From an optimization exercise on the open Yosys and OpenROAD flow, aimed at a short achievable clock period and few clock cycles; shortcuts taken in it are not production practice. The RTL was checked by simulation tests, not by an equivalence proof against the original design.

`design/flow/config.mk`:
```
export PLATFORM = sky130hd
export DESIGN_NAME = vi_core
export DESIGN_NICKNAME = vi_core
export VERILOG_FILES = /design/flow/design.v
export SDC_FILE = /design/flow/constraint.sdc
export NUM_CORES = 4
export LEC_CHECK = 0
export CAP_MARGIN = 30
export CORE_MARGIN = 2
export CORE_UTILIZATION = 30
export PLACE_DENSITY = 0.5
export SLEW_MARGIN = 30
```
`design/flow/constraint.sdc`:
```
create_clock -name core_clock -period 9.0 [get_ports {clk_i}]
set_input_delay 1.8000 -clock core_clock [delete_from_list [all_inputs] [get_ports {clk_i}]]
set_output_delay 1.8000 -clock core_clock [all_outputs]
set_load 0.01 [all_outputs]
```
`design/flow/design.v`:
```
`default_nettype none
package vi_isa_pkg;
	typedef logic [31:0] instr_t;
	typedef logic [6:0]  opcode_t;
	typedef logic [2:0]  funct3_t;
	typedef logic [6:0]  funct7_t;
	typedef enum logic [2:0] {
		OP_NOP,
		OP_ADD,
		OP_SUB,
		OP_AND,
		OP_OR,
		OP_ADDI,
		OP_MUL,
		OP_SW
	} op_e;
endpackage
`default_nettype wire
`default_nettype none
package vi_pipe_pkg;
	typedef logic [32-1:0]       word_t;
	typedef logic [5-1:0] reg_addr_t;
	typedef logic [20-1:0] mem_addr_t;
endpackage
`default_nettype wire
`default_nettype none
module fetch_unit (
	input  logic                   clk_i,
	input  logic                   reset_i,
	input  logic                   stall_i,
	input  logic                   mem_data_ready_i,
	input  vi_pipe_pkg::word_t     mem_data_i,
	output logic                   mem_read_o,
	output vi_pipe_pkg::mem_addr_t mem_read_addr_o,
	output logic                   instr_valid_o,
	output vi_isa_pkg::instr_t     instr_o
);
	typedef enum logic [1:0] {
		FETCH_IDLE,
		FETCH_REQ,
		FETCH_RELEASE
	} fetch_state_e;
	fetch_state_e state_q;
	vi_pipe_pkg::mem_addr_t pc_q;
	logic buf_valid_q;
	vi_isa_pkg::instr_t buf_instr_q;
	logic consume;
	logic can_start;
	logic capture;
	assign consume = buf_valid_q && !stall_i;
	assign can_start = !mem_data_ready_i && (!buf_valid_q || consume);
	assign capture = (state_q == FETCH_REQ) && mem_data_ready_i;
	always_ff @(posedge clk_i) begin
		if (reset_i) begin
			state_q <= FETCH_IDLE;
			pc_q <= 20'h00000;
		end else begin
			case (state_q)
				FETCH_IDLE: begin
					if (can_start)
						state_q <= FETCH_REQ;
				end
				FETCH_REQ: begin
					if (capture) begin
						state_q <= FETCH_RELEASE;
						pc_q <= pc_q + 20'd4;
					end
				end
				default: begin
					if (!mem_data_ready_i)
						state_q <= can_start ? FETCH_REQ : FETCH_IDLE;
				end
			endcase
		end
	end
	always_ff @(posedge clk_i) begin
		if (reset_i)
			buf_valid_q <= 1'b0;
		else if (capture)
			buf_valid_q <= 1'b1;
		else if (consume)
			buf_valid_q <= 1'b0;
	end
	always_ff @(posedge clk_i) begin
		if (capture)
			buf_instr_q <= mem_data_i;
	end
	assign mem_read_o = (state_q == FETCH_REQ);
	assign mem_read_addr_o = pc_q;
	assign instr_valid_o = buf_valid_q;
	assign instr_o = buf_instr_q;
endmodule
`default_nettype wire
`default_nettype none
module decoder (
	input  logic                   instr_valid_i,
	input  vi_isa_pkg::instr_t     instr_i,
	output vi_isa_pkg::op_e        op_o,
	output vi_pipe_pkg::reg_addr_t rs1_o,
	output vi_pipe_pkg::reg_addr_t rs2_o,
	output vi_pipe_pkg::reg_addr_t rd_o,
	output vi_pipe_pkg::word_t     imm_o
);
	function automatic logic op_alu_write(vi_isa_pkg::op_e op);
		op_alu_write = (op == vi_isa_pkg::OP_ADD) || (op == vi_isa_pkg::OP_SUB) ||
			(op == vi_isa_pkg::OP_AND) || (op == vi_isa_pkg::OP_OR) ||
			(op == vi_isa_pkg::OP_ADDI);
	endfunction
	vi_isa_pkg::opcode_t opcode;
	vi_isa_pkg::funct3_t funct3;
	vi_isa_pkg::funct7_t funct7;
	vi_pipe_pkg::reg_addr_t rd_field;
	vi_isa_pkg::op_e op;
	assign opcode = instr_i[6:0];
	assign funct3 = instr_i[14:12];
	assign funct7 = instr_i[31:25];
	assign rd_field = instr_i[11:7];
	always_comb begin
		op = vi_isa_pkg::OP_NOP;
		case (opcode)
			7'b0110011: begin
				if (funct7 == 7'b0000000 && funct3 == 3'b000)
					op = vi_isa_pkg::OP_ADD;
				else if (funct7 == 7'b0100000 && funct3 == 3'b000)
					op = vi_isa_pkg::OP_SUB;
				else if (funct7 == 7'b0000000 && funct3 == 3'b111)
					op = vi_isa_pkg::OP_AND;
				else if (funct7 == 7'b0000000 && funct3 == 3'b110)
					op = vi_isa_pkg::OP_OR;
				else if (funct7 == 7'b0000001 && funct3 == 3'b000)
					op = vi_isa_pkg::OP_MUL;
			end
			7'b0010011: begin
				if (funct3 == 3'b000)
					op = vi_isa_pkg::OP_ADDI;
			end
			7'b0100011: begin
				if (funct3 == 3'b010)
					op = vi_isa_pkg::OP_SW;
			end
			default: op = vi_isa_pkg::OP_NOP;
		endcase
		if (!instr_valid_i)
			op = vi_isa_pkg::OP_NOP;
		if ((op_alu_write(op) || op == vi_isa_pkg::OP_MUL) && rd_field == '0)
			op = vi_isa_pkg::OP_NOP;
	end
	assign op_o = op;
	assign rs1_o = (op == vi_isa_pkg::OP_NOP) ? '0 : instr_i[19:15];
	assign rs2_o = (op == vi_isa_pkg::OP_NOP || op == vi_isa_pkg::OP_ADDI) ? '0 : instr_i[24:20];
	assign rd_o = (op == vi_isa_pkg::OP_NOP || op == vi_isa_pkg::OP_SW) ? '0 : rd_field;
	assign imm_o = (op == vi_isa_pkg::OP_SW) ?
		{{20{instr_i[31]}}, instr_i[31:25], instr_i[11:7]} :
		{{20{instr_i[31]}}, instr_i[31:20]};
endmodule
`default_nettype wire
`default_nettype none
module int_registers (
	input  logic                   clk_i,
	input  logic                   reset_i,
	input  vi_pipe_pkg::reg_addr_t rs1_i,
	input  vi_pipe_pkg::reg_addr_t rs2_i,
	input  logic                   wr_en_i,
	input  vi_pipe_pkg::reg_addr_t wr_addr_i,
	input  vi_pipe_pkg::word_t     wr_data_i,
	output vi_pipe_pkg::word_t     rs1_data_o,
	output vi_pipe_pkg::word_t     rs2_data_o
);
	vi_pipe_pkg::word_t regs_q [32];
	always_ff @(posedge clk_i) begin
		if (reset_i) begin
			for (int i = 0; i < 32; i++)
				regs_q[i] <= '0;
		end else if (wr_en_i && wr_addr_i != '0) begin
			regs_q[wr_addr_i] <= wr_data_i;
		end
	end
	assign rs1_data_o = (rs1_i == '0) ? '0 : regs_q[rs1_i];
	assign rs2_data_o = (rs2_i == '0) ? '0 : regs_q[rs2_i];
endmodule
`default_nettype wire
`default_nettype none
module bypass_ctrl (
	input  vi_isa_pkg::op_e                                 op_i,
	input  vi_pipe_pkg::reg_addr_t                          rs1_i,
	input  vi_pipe_pkg::reg_addr_t                          rs2_i,
	input  vi_pipe_pkg::reg_addr_t                          rd_i,
	input  vi_pipe_pkg::word_t                              rs1_data_i,
	input  vi_pipe_pkg::word_t                              rs2_data_i,
	input  vi_isa_pkg::op_e                                 exe_op_i,
	input  vi_pipe_pkg::reg_addr_t                          exe_rd_i,
	input  vi_pipe_pkg::word_t                              exe_result_i,
	input  logic [4-1:0]                      mult_valid_i,
	input  vi_pipe_pkg::reg_addr_t [4-1:0]    mult_rd_i,
	input  logic                                            wb_en_i,
	input  vi_pipe_pkg::reg_addr_t                          wb_addr_i,
	input  vi_pipe_pkg::word_t                              wb_data_i,
	output vi_pipe_pkg::word_t                              op_a_o,
	output vi_pipe_pkg::word_t                              op_b_o,
	output logic                                            stall_o
);
	function automatic logic op_alu_write(vi_isa_pkg::op_e op);
		op_alu_write = (op == vi_isa_pkg::OP_ADD) || (op == vi_isa_pkg::OP_SUB) ||
			(op == vi_isa_pkg::OP_AND) || (op == vi_isa_pkg::OP_OR) ||
			(op == vi_isa_pkg::OP_ADDI);
	endfunction
	logic exe_fwd;
	logic port_clash;
	assign exe_fwd = op_alu_write(exe_op_i);
	function automatic logic [32-1:0] forward(vi_pipe_pkg::reg_addr_t src,
		vi_pipe_pkg::word_t rf_data);
		if (src == '0)
			forward = rf_data;
		else if (exe_fwd && exe_rd_i == src)
			forward = exe_result_i;
		else if (wb_en_i && wb_addr_i == src)
			forward = wb_data_i;
		else
			forward = rf_data;
	endfunction
	function automatic logic mul_pending(vi_pipe_pkg::reg_addr_t src);
		logic hit;
		hit = (exe_op_i == vi_isa_pkg::OP_MUL) && (exe_rd_i == src);
		for (int i = 0; i < 4; i++)
			hit = hit || (mult_valid_i[i] && mult_rd_i[i] == src);
		mul_pending = hit && (src != '0);
	endfunction
	assign port_clash = op_alu_write(op_i) && mult_valid_i[4-2];
	always_comb begin
		op_a_o = forward(rs1_i, rs1_data_i);
		op_b_o = forward(rs2_i, rs2_data_i);
		stall_o = mul_pending(rs1_i) || mul_pending(rs2_i) || mul_pending(rd_i) || port_clash;
	end
endmodule
`default_nettype wire
`default_nettype none
module exe_stage (
	input  logic                   clk_i,
	input  logic                   reset_i,
	input  logic                   stall_i,
	input  vi_isa_pkg::op_e        op_i,
	input  vi_pipe_pkg::reg_addr_t rd_i,
	input  vi_pipe_pkg::word_t     op_a_i,
	input  vi_pipe_pkg::word_t     op_b_i,
	input  vi_pipe_pkg::word_t     imm_i,
	input  logic                   mult_valid_i,
	input  vi_pipe_pkg::reg_addr_t mult_rd_i,
	input  vi_pipe_pkg::word_t     mult_result_i,
	output vi_isa_pkg::op_e        exe_op_o,
	output vi_pipe_pkg::reg_addr_t exe_rd_o,
	output vi_pipe_pkg::word_t     exe_result_o,
	output logic                   mult_start_o,
	output vi_pipe_pkg::word_t     mult_a_o,
	output vi_pipe_pkg::word_t     mult_b_o,
	output logic                   wb_en_o,
	output vi_pipe_pkg::reg_addr_t wb_addr_o,
	output vi_pipe_pkg::word_t     wb_data_o,
	output logic                   mem_write_enable_o,
	output vi_pipe_pkg::mem_addr_t mem_write_addr_o,
	output vi_pipe_pkg::word_t     mem_write_data_o
);
	function automatic logic op_alu_write(vi_isa_pkg::op_e op);
		op_alu_write = (op == vi_isa_pkg::OP_ADD) || (op == vi_isa_pkg::OP_SUB) ||
			(op == vi_isa_pkg::OP_AND) || (op == vi_isa_pkg::OP_OR) ||
			(op == vi_isa_pkg::OP_ADDI);
	endfunction
	vi_isa_pkg::op_e op_q;
	vi_pipe_pkg::reg_addr_t rd_q;
	vi_pipe_pkg::word_t a_q;
	vi_pipe_pkg::word_t b_q;
	vi_pipe_pkg::word_t imm_q;
	vi_pipe_pkg::word_t alu_result;
	always_ff @(posedge clk_i) begin
		if (reset_i || stall_i)
			op_q <= vi_isa_pkg::OP_NOP;
		else
			op_q <= op_i;
	end
	always_ff @(posedge clk_i) begin
		rd_q <= rd_i;
		a_q <= op_a_i;
		b_q <= op_b_i;
		imm_q <= imm_i;
	end
	always_comb begin
		case (op_q)
			vi_isa_pkg::OP_ADD:        alu_result = a_q + b_q;
			vi_isa_pkg::OP_SUB:        alu_result = a_q - b_q;
			vi_isa_pkg::OP_AND:        alu_result = a_q & b_q;
			vi_isa_pkg::OP_OR:         alu_result = a_q | b_q;
			vi_isa_pkg::OP_ADDI, vi_isa_pkg::OP_SW: alu_result = a_q + imm_q;
			default:       alu_result = '0;
		endcase
	end
	always_ff @(posedge clk_i) begin
		if (reset_i) begin
			wb_en_o <= 1'b0;
			mem_write_enable_o <= 1'b0;
		end else begin
			wb_en_o <= mult_valid_i || op_alu_write(op_q);
			mem_write_enable_o <= (op_q == vi_isa_pkg::OP_SW);
		end
	end
	always_ff @(posedge clk_i) begin
		wb_addr_o <= mult_valid_i ? mult_rd_i : rd_q;
		wb_data_o <= mult_valid_i ? mult_result_i : alu_result;
		mem_write_addr_o <= alu_result[20-1:0];
		mem_write_data_o <= b_q;
	end
	assign exe_op_o = op_q;
	assign exe_rd_o = rd_q;
	assign exe_result_o = alu_result;
	assign mult_start_o = (op_q == vi_isa_pkg::OP_MUL);
	assign mult_a_o = a_q;
	assign mult_b_o = b_q;
endmodule
`default_nettype wire
`default_nettype none
module mult_pipe (
	input  logic                                         clk_i,
	input  logic                                         reset_i,
	input  logic                                         start_i,
	input  vi_pipe_pkg::reg_addr_t                       rd_i,
	input  vi_pipe_pkg::word_t                           a_i,
	input  vi_pipe_pkg::word_t                           b_i,
	output logic [4-1:0]                   valid_o,
	output vi_pipe_pkg::reg_addr_t [4-1:0] rd_o,
	output vi_pipe_pkg::word_t                           result_o
);
	logic [4-1:0] valid_q;
	vi_pipe_pkg::reg_addr_t [4-1:0] rd_q;
	vi_pipe_pkg::word_t prod_q [4];
	always_ff @(posedge clk_i) begin
		if (reset_i)
			valid_q <= '0;
		else
			valid_q <= {valid_q[4-2:0], start_i};
	end
	always_ff @(posedge clk_i) begin
		rd_q[0] <= rd_i;
		prod_q[0] <= a_i * b_i;
		for (int i = 1; i < 4; i++) begin
			rd_q[i] <= rd_q[i-1];
			prod_q[i] <= prod_q[i-1];
		end
	end
	assign valid_o = valid_q;
	assign rd_o = rd_q;
	assign result_o = prod_q[4-1];
endmodule
`default_nettype wire
`default_nettype none
module vi_core (
	input  logic                   clk_i,
	input  logic                   reset_i,
	output logic                   mem_read_o,
	output vi_pipe_pkg::mem_addr_t mem_read_addr_o,
	input  logic                   mem_data_ready_i,
	input  vi_pipe_pkg::word_t     mem_data_i,
	output logic                   mem_write_enable_o,
	output vi_pipe_pkg::mem_addr_t mem_write_addr_o,
	output vi_pipe_pkg::word_t     mem_write_data_o
);
	logic instr_valid;
	vi_isa_pkg::instr_t instr;
	vi_isa_pkg::op_e dec_op;
	vi_pipe_pkg::reg_addr_t dec_rs1;
	vi_pipe_pkg::reg_addr_t dec_rs2;
	vi_pipe_pkg::reg_addr_t dec_rd;
	vi_pipe_pkg::word_t dec_imm;
	vi_pipe_pkg::word_t rs1_data;
	vi_pipe_pkg::word_t rs2_data;
	vi_pipe_pkg::word_t op_a;
	vi_pipe_pkg::word_t op_b;
	logic stall;
	vi_isa_pkg::op_e exe_op;
	vi_pipe_pkg::reg_addr_t exe_rd;
	vi_pipe_pkg::word_t exe_result;
	logic wb_en;
	vi_pipe_pkg::reg_addr_t wb_addr;
	vi_pipe_pkg::word_t wb_data;
	logic mult_start;
	vi_pipe_pkg::word_t mult_a;
	vi_pipe_pkg::word_t mult_b;
	logic [4-1:0] mult_valid;
	vi_pipe_pkg::reg_addr_t [4-1:0] mult_rd;
	vi_pipe_pkg::word_t mult_result;
	fetch_unit fetch_unit (
		.clk_i            (clk_i),
		.reset_i          (reset_i),
		.stall_i          (stall),
		.mem_data_ready_i (mem_data_ready_i),
		.mem_data_i       (mem_data_i),
		.mem_read_o       (mem_read_o),
		.mem_read_addr_o  (mem_read_addr_o),
		.instr_valid_o    (instr_valid),
		.instr_o          (instr)
	);
	decoder decoder (
		.instr_valid_i (instr_valid),
		.instr_i       (instr),
		.op_o          (dec_op),
		.rs1_o         (dec_rs1),
		.rs2_o         (dec_rs2),
		.rd_o          (dec_rd),
		.imm_o         (dec_imm)
	);
	int_registers int_registers (
		.clk_i      (clk_i),
		.reset_i    (reset_i),
		.rs1_i      (dec_rs1),
		.rs2_i      (dec_rs2),
		.wr_en_i    (wb_en),
		.wr_addr_i  (wb_addr),
		.wr_data_i  (wb_data),
		.rs1_data_o (rs1_data),
		.rs2_data_o (rs2_data)
	);
	bypass_ctrl bypass_ctrl (
		.op_i         (dec_op),
		.rs1_i        (dec_rs1),
		.rs2_i        (dec_rs2),
		.rd_i         (dec_rd),
		.rs1_data_i   (rs1_data),
		.rs2_data_i   (rs2_data),
		.exe_op_i     (exe_op),
		.exe_rd_i     (exe_rd),
		.exe_result_i (exe_result),
		.mult_valid_i (mult_valid),
		.mult_rd_i    (mult_rd),
		.wb_en_i      (wb_en),
		.wb_addr_i    (wb_addr),
		.wb_data_i    (wb_data),
		.op_a_o       (op_a),
		.op_b_o       (op_b),
		.stall_o      (stall)
	);
	exe_stage exe_stage (
		.clk_i              (clk_i),
		.reset_i            (reset_i),
		.stall_i            (stall),
		.op_i               (dec_op),
		.rd_i               (dec_rd),
		.op_a_i             (op_a),
		.op_b_i             (op_b),
		.imm_i              (dec_imm),
		.mult_valid_i       (mult_valid[4-1]),
		.mult_rd_i          (mult_rd[4-1]),
		.mult_result_i      (mult_result),
		.exe_op_o           (exe_op),
		.exe_rd_o           (exe_rd),
		.exe_result_o       (exe_result),
		.mult_start_o       (mult_start),
		.mult_a_o           (mult_a),
		.mult_b_o           (mult_b),
		.wb_en_o            (wb_en),
		.wb_addr_o          (wb_addr),
		.wb_data_o          (wb_data),
		.mem_write_enable_o (mem_write_enable_o),
		.mem_write_addr_o   (mem_write_addr_o),
		.mem_write_data_o   (mem_write_data_o)
	);
	mult_pipe mult_pipe (
		.clk_i    (clk_i),
		.reset_i  (reset_i),
		.start_i  (mult_start),
		.rd_i     (exe_rd),
		.a_i      (mult_a),
		.b_i      (mult_b),
		.valid_o  (mult_valid),
		.rd_o     (mult_rd),
		.result_o (mult_result)
	);
endmodule
`default_nettype wire
```
`design/flow/run.sh`:
```
#!/bin/bash
# synth_recipe.tcl (not shown) runs the flow's synth.tcl, then flattens the netlist and writes it again
# the make line also repeats each setting of config.mk as NAME=value (left out here)
make -C /OpenROAD-flow-scripts/flow DESIGN_CONFIG=/design/flow/config.mk WORK_HOME=/design/flow/orfs CLKGATE_MAP_FILE= SYNTH_SCRIPT=/design/flow/synth_recipe.tcl finish
```
==> results.toml <==
[status]
status = "finished clean"

[power]
peakVddDrop_mv = 0.131
fin_total_pwr_uw = 15000
power_density_nw_per_um2 = 151
p_leak_uw = 0.0379

[clocking]
cts.root.buffer_cell = "clkbuf_16"
cts_made_buffers = 173
htreeDepth = 4
cts-resized-gates = 0
clkTransAtPathRegs_ns = 0.06
hold_buffers = 0
clk_path_buf_depth = 4
cts_tree = "done"
cts_setup_buffers = 0
cts_sinks = 1404
clock_latency_ns = 0.91

[critical_path]
ff2ff_setup_slack_ns = 1.16
r2r_start = "exe_stage.b_q[6]"
reg2reg_depth = 24
worst_ep_required_time_ns = 9.72
path_class = "register to register"
cp.arrival_ns = 8.57
critPathMaxFanout = 18
worstReg2RegEnd = "mult_pipe.prod_q[0][30]"
cp-end-kind = "register"
setup.worst_path.start_class = "register"

[route]
wl_per_cell_um = 33.9
drt_iter0_drc = 12538
num_vias = 75339
antenna_left = 0
drc = 0
dr.pass1.iters = 9
viasPerCell = 5.90
wirelength_um = 432000

[synth]
yosysWarnings = 7
ys_seq_area_frac = 0.445
synth_area_leader_cell = "edfxtp_1"
netlist_area_um2 = 86900
synth_cells = 8883
async_reset_ff_frac = 0
synthTopCellsByArea = "edfxtp_1, fa_1, dfxtp_1"
avgSynthCellArea_um2 = 9.79
synth_edf_count = 1056
netlist_top_cells_count = "nand2_1, and2_1, edfxtp_1, clkbuf_1, inv_1"
synthFlopType = "edfxtp_1"
synth_most_common_cell = "nand2_1"
synth_top_area_frac = 0.365
synth_cell_types = 92
ys_seq_elements = 1404

[worst_hold_path]
min_from = "mult_pipe.prod_q[2][18]"
hold_path_class = "register to register"
worst_hold_path.endpoint = "mult_pipe.prod_q[3][18]"
whs_path_depth = 0

[run]
max-cap-violations = 0

[global_routing]
grt_pass1_vias = 71851
grt_usage = 0.287
overflow = 0
antenna_found_initial = 66
grt_pass1_wl_um = 592000
grt_max_degree = 98

[place]
numPortBuffers = 106
place_inst = 12426
gp_congestion = 1.04
place_hpwl_um = 284000

[sta]
rsz0062_at_grt = "false"
finalCriticalPeriod_ns = 7.84
drv_slew = 0
finalCritPeriodShare = 0.871
slew_headroom = 0.134
setup_viol = 0
tns_ns = 0
worst_pin_slew_ns = 1.29
clock.fmax_mhz = 128
finalHoldViolCount = 0
fin_worst_skew_ns = 0.119

[floorplan]
die_h_um = 542
num_rows = 197
die-area_um2 = 294000
die_x_um = 542
start_util = 0.302
io_pins = 109
coreArea_um2 = 288000

[cells_and_area]
layout.nets = 9424
area_delta_synth_final_pct = 14.2
drive_above_1_share = 0.0946
fin_cells = 12766
[worst max-delay path, cell delays in order, from the launching register on]
cell,delay (ns)
dfxtp_1,0.71
buf_4,0.38
nand2_1,0.12
fa_1,0.51
inv_1,0.05
fa_1,0.53
fa_1,0.44
fa_1,0.52
inv_1,0.06
fa_1,0.49
inv_1,0.06
fa_1,0.50
fa_1,0.50
inv_1,0.05
fa_1,0.49
inv_1,0.05
ha_1,0.35
a21oi_1,0.15
o21ai_0,0.09
a31oi_1,0.24
o21ai_0,0.18
o41ai_1,0.64
o2111ai_1,0.23
a21oi_1,0.24
xnor2_1,0.13
[how the worst max path moves through the flow]
stage	from	endpoint	slack, ns	cells past startpoint
after floorplan	exe_stage.b_q[3]	mult_pipe.prod_q[0][31]	1.74	30
after global placement	exe_stage.b_q[6]	mult_pipe.prod_q[0][30]	1.19	24
after detailed placement	exe_stage.b_q[6]	mult_pipe.prod_q[0][30]	1.31	24
after CTS	exe_stage.b_q[6]	mult_pipe.prod_q[0][30]	1.17	24
after global routing	exe_stage.b_q[6]	mult_pipe.prod_q[0][30]	0.62	24
final	exe_stage.b_q[6]	mult_pipe.prod_q[0][30]	1.16	24
[final cells by class]
type / instances / area (um^2)
multi-input combinational: 6176 / 44000
inverter: 576 / 2160
antenna: 32 / 80.1
tap: 3781 / 4730
clock buffer: 232 / 4740
clock inverter: 72 / 611
timing repair buffer: 493 / 4310
sequential: 1404 / 38700
fill: 28791 / 189000
[kinds of logic after synthesis]
logic type	after synthesis	share of synthesized area
adder cells (fa/ha/maj)	565	0.117
multiplexers	266	0.0356
XOR/XNOR	173	0.0174
AND/OR/NAND/NOR	3604	0.204
buffers and inverters	1336	0.0588
other	1	0.0000431
flip-flops	1404	0.445
AO/OA/AOI/OAI	1534	0.122
[flip-flops by register name, indices dropped and copies added (netlist names), 2 cells and up]
signal	count
exe_stage.imm_q	12
exe_stage.op_q	3
exe_stage.a_q	32
exe_stage.mem_write_addr_o	20
exe_stage.b_q	32
exe_stage.mem_write_data_o	32
exe_stage.wb_addr_o	5
mult_pipe.prod_q	128
mult_pipe.rd_q	20
fetch_unit.buf_instr_q	32
int_registers.regs_q	1024
fetch_unit.state_q	2
exe_stage.wb_data_o	32
mult_pipe.valid_q	4
fetch_unit.pc_q	18
exe_stage.rd_q	5
[layout by cell type (no fill, tap or decap), drive strengths merged, types with 105 or more instances in the layout]
cell           count
a211oi           106
a21oi            308
a221oi           126
a31oi            165
and2            1093
buf              387
clkbuf           233
clkdlybuf4s50    105
dfxtp            348
edfxtp          1056
fa               409
ha               156
inv              578
mux2i            220
nand2           1501
nand3            268
nor2             281
nor3             122
o21ai            241
xnor2            125
[per-stage QoR]
stage	cell area [um^2]	util	hold slack (ns)	setup WS, ns
final	99300	0.345	0.290	1.16
after global placement	93400	0.324	0.310	1.19
after detailed placement	93700	0.325	0.313	1.31
after CTS	99100	0.344	0.289	1.17
after global routing	99300	0.344	0.297	0.623
after floorplan	87100	-	0.310	1.74
[report_power, final]
part | internal [uW] | total, uW | switching, uW
combinational | 197 | 725 | 528
clock | 3890 | 6900 | 3010
sequential | 7200 | 7350 | 145
total | 11300 | 15000 | 3690
[per-layer routing]
metal | vias up | wire length, um | GRT usage
li1 | 30615 | - | -
met1 | 37758 | 164000 | 0.365
met2 | 5611 | 177000 | 0.408
met3 | 1315 | 58800 | 0.104
met4 | 40 | 32500 | 0.182
met5 | - | 513 | 0.00181
Testbench counts, summed over its fixed seeds: cycles 19,559.

-- separate check: timing with driven ports --
In the flow no input, the clock included, has a driving cell. The finished layout below was timed again as built, in two steps. Step 1 (the two cells are an assumption about what drives the block):
set clk [get_ports {clk_i}]
set_driving_cell -lib_cell sky130_fd_sc_hd__clkbuf_16 $clk
set_driving_cell -lib_cell sky130_fd_sc_hd__buf_2 [delete_from_list [all_inputs] $clk]
Step 2 times the ports against the registers' clock, not the clock port: input delays grow and output delays shrink by t, the midpoint of the rising clock arrivals with the driver on. Slacks: ideal ports / drivers / drivers and shift; pairs: ideal ports / drivers.
shift t [ns]: 0.940
slack for setup (ns): 1.158 / 1.158 / 1.158
worst setup path at the end: register to register
worst slew at a driven data input, ns: 0.06
After both steps this run still meets setup and hold. The setup slack of this run moves by 0.000 ns with the drivers and by 0.000 ns with both steps.
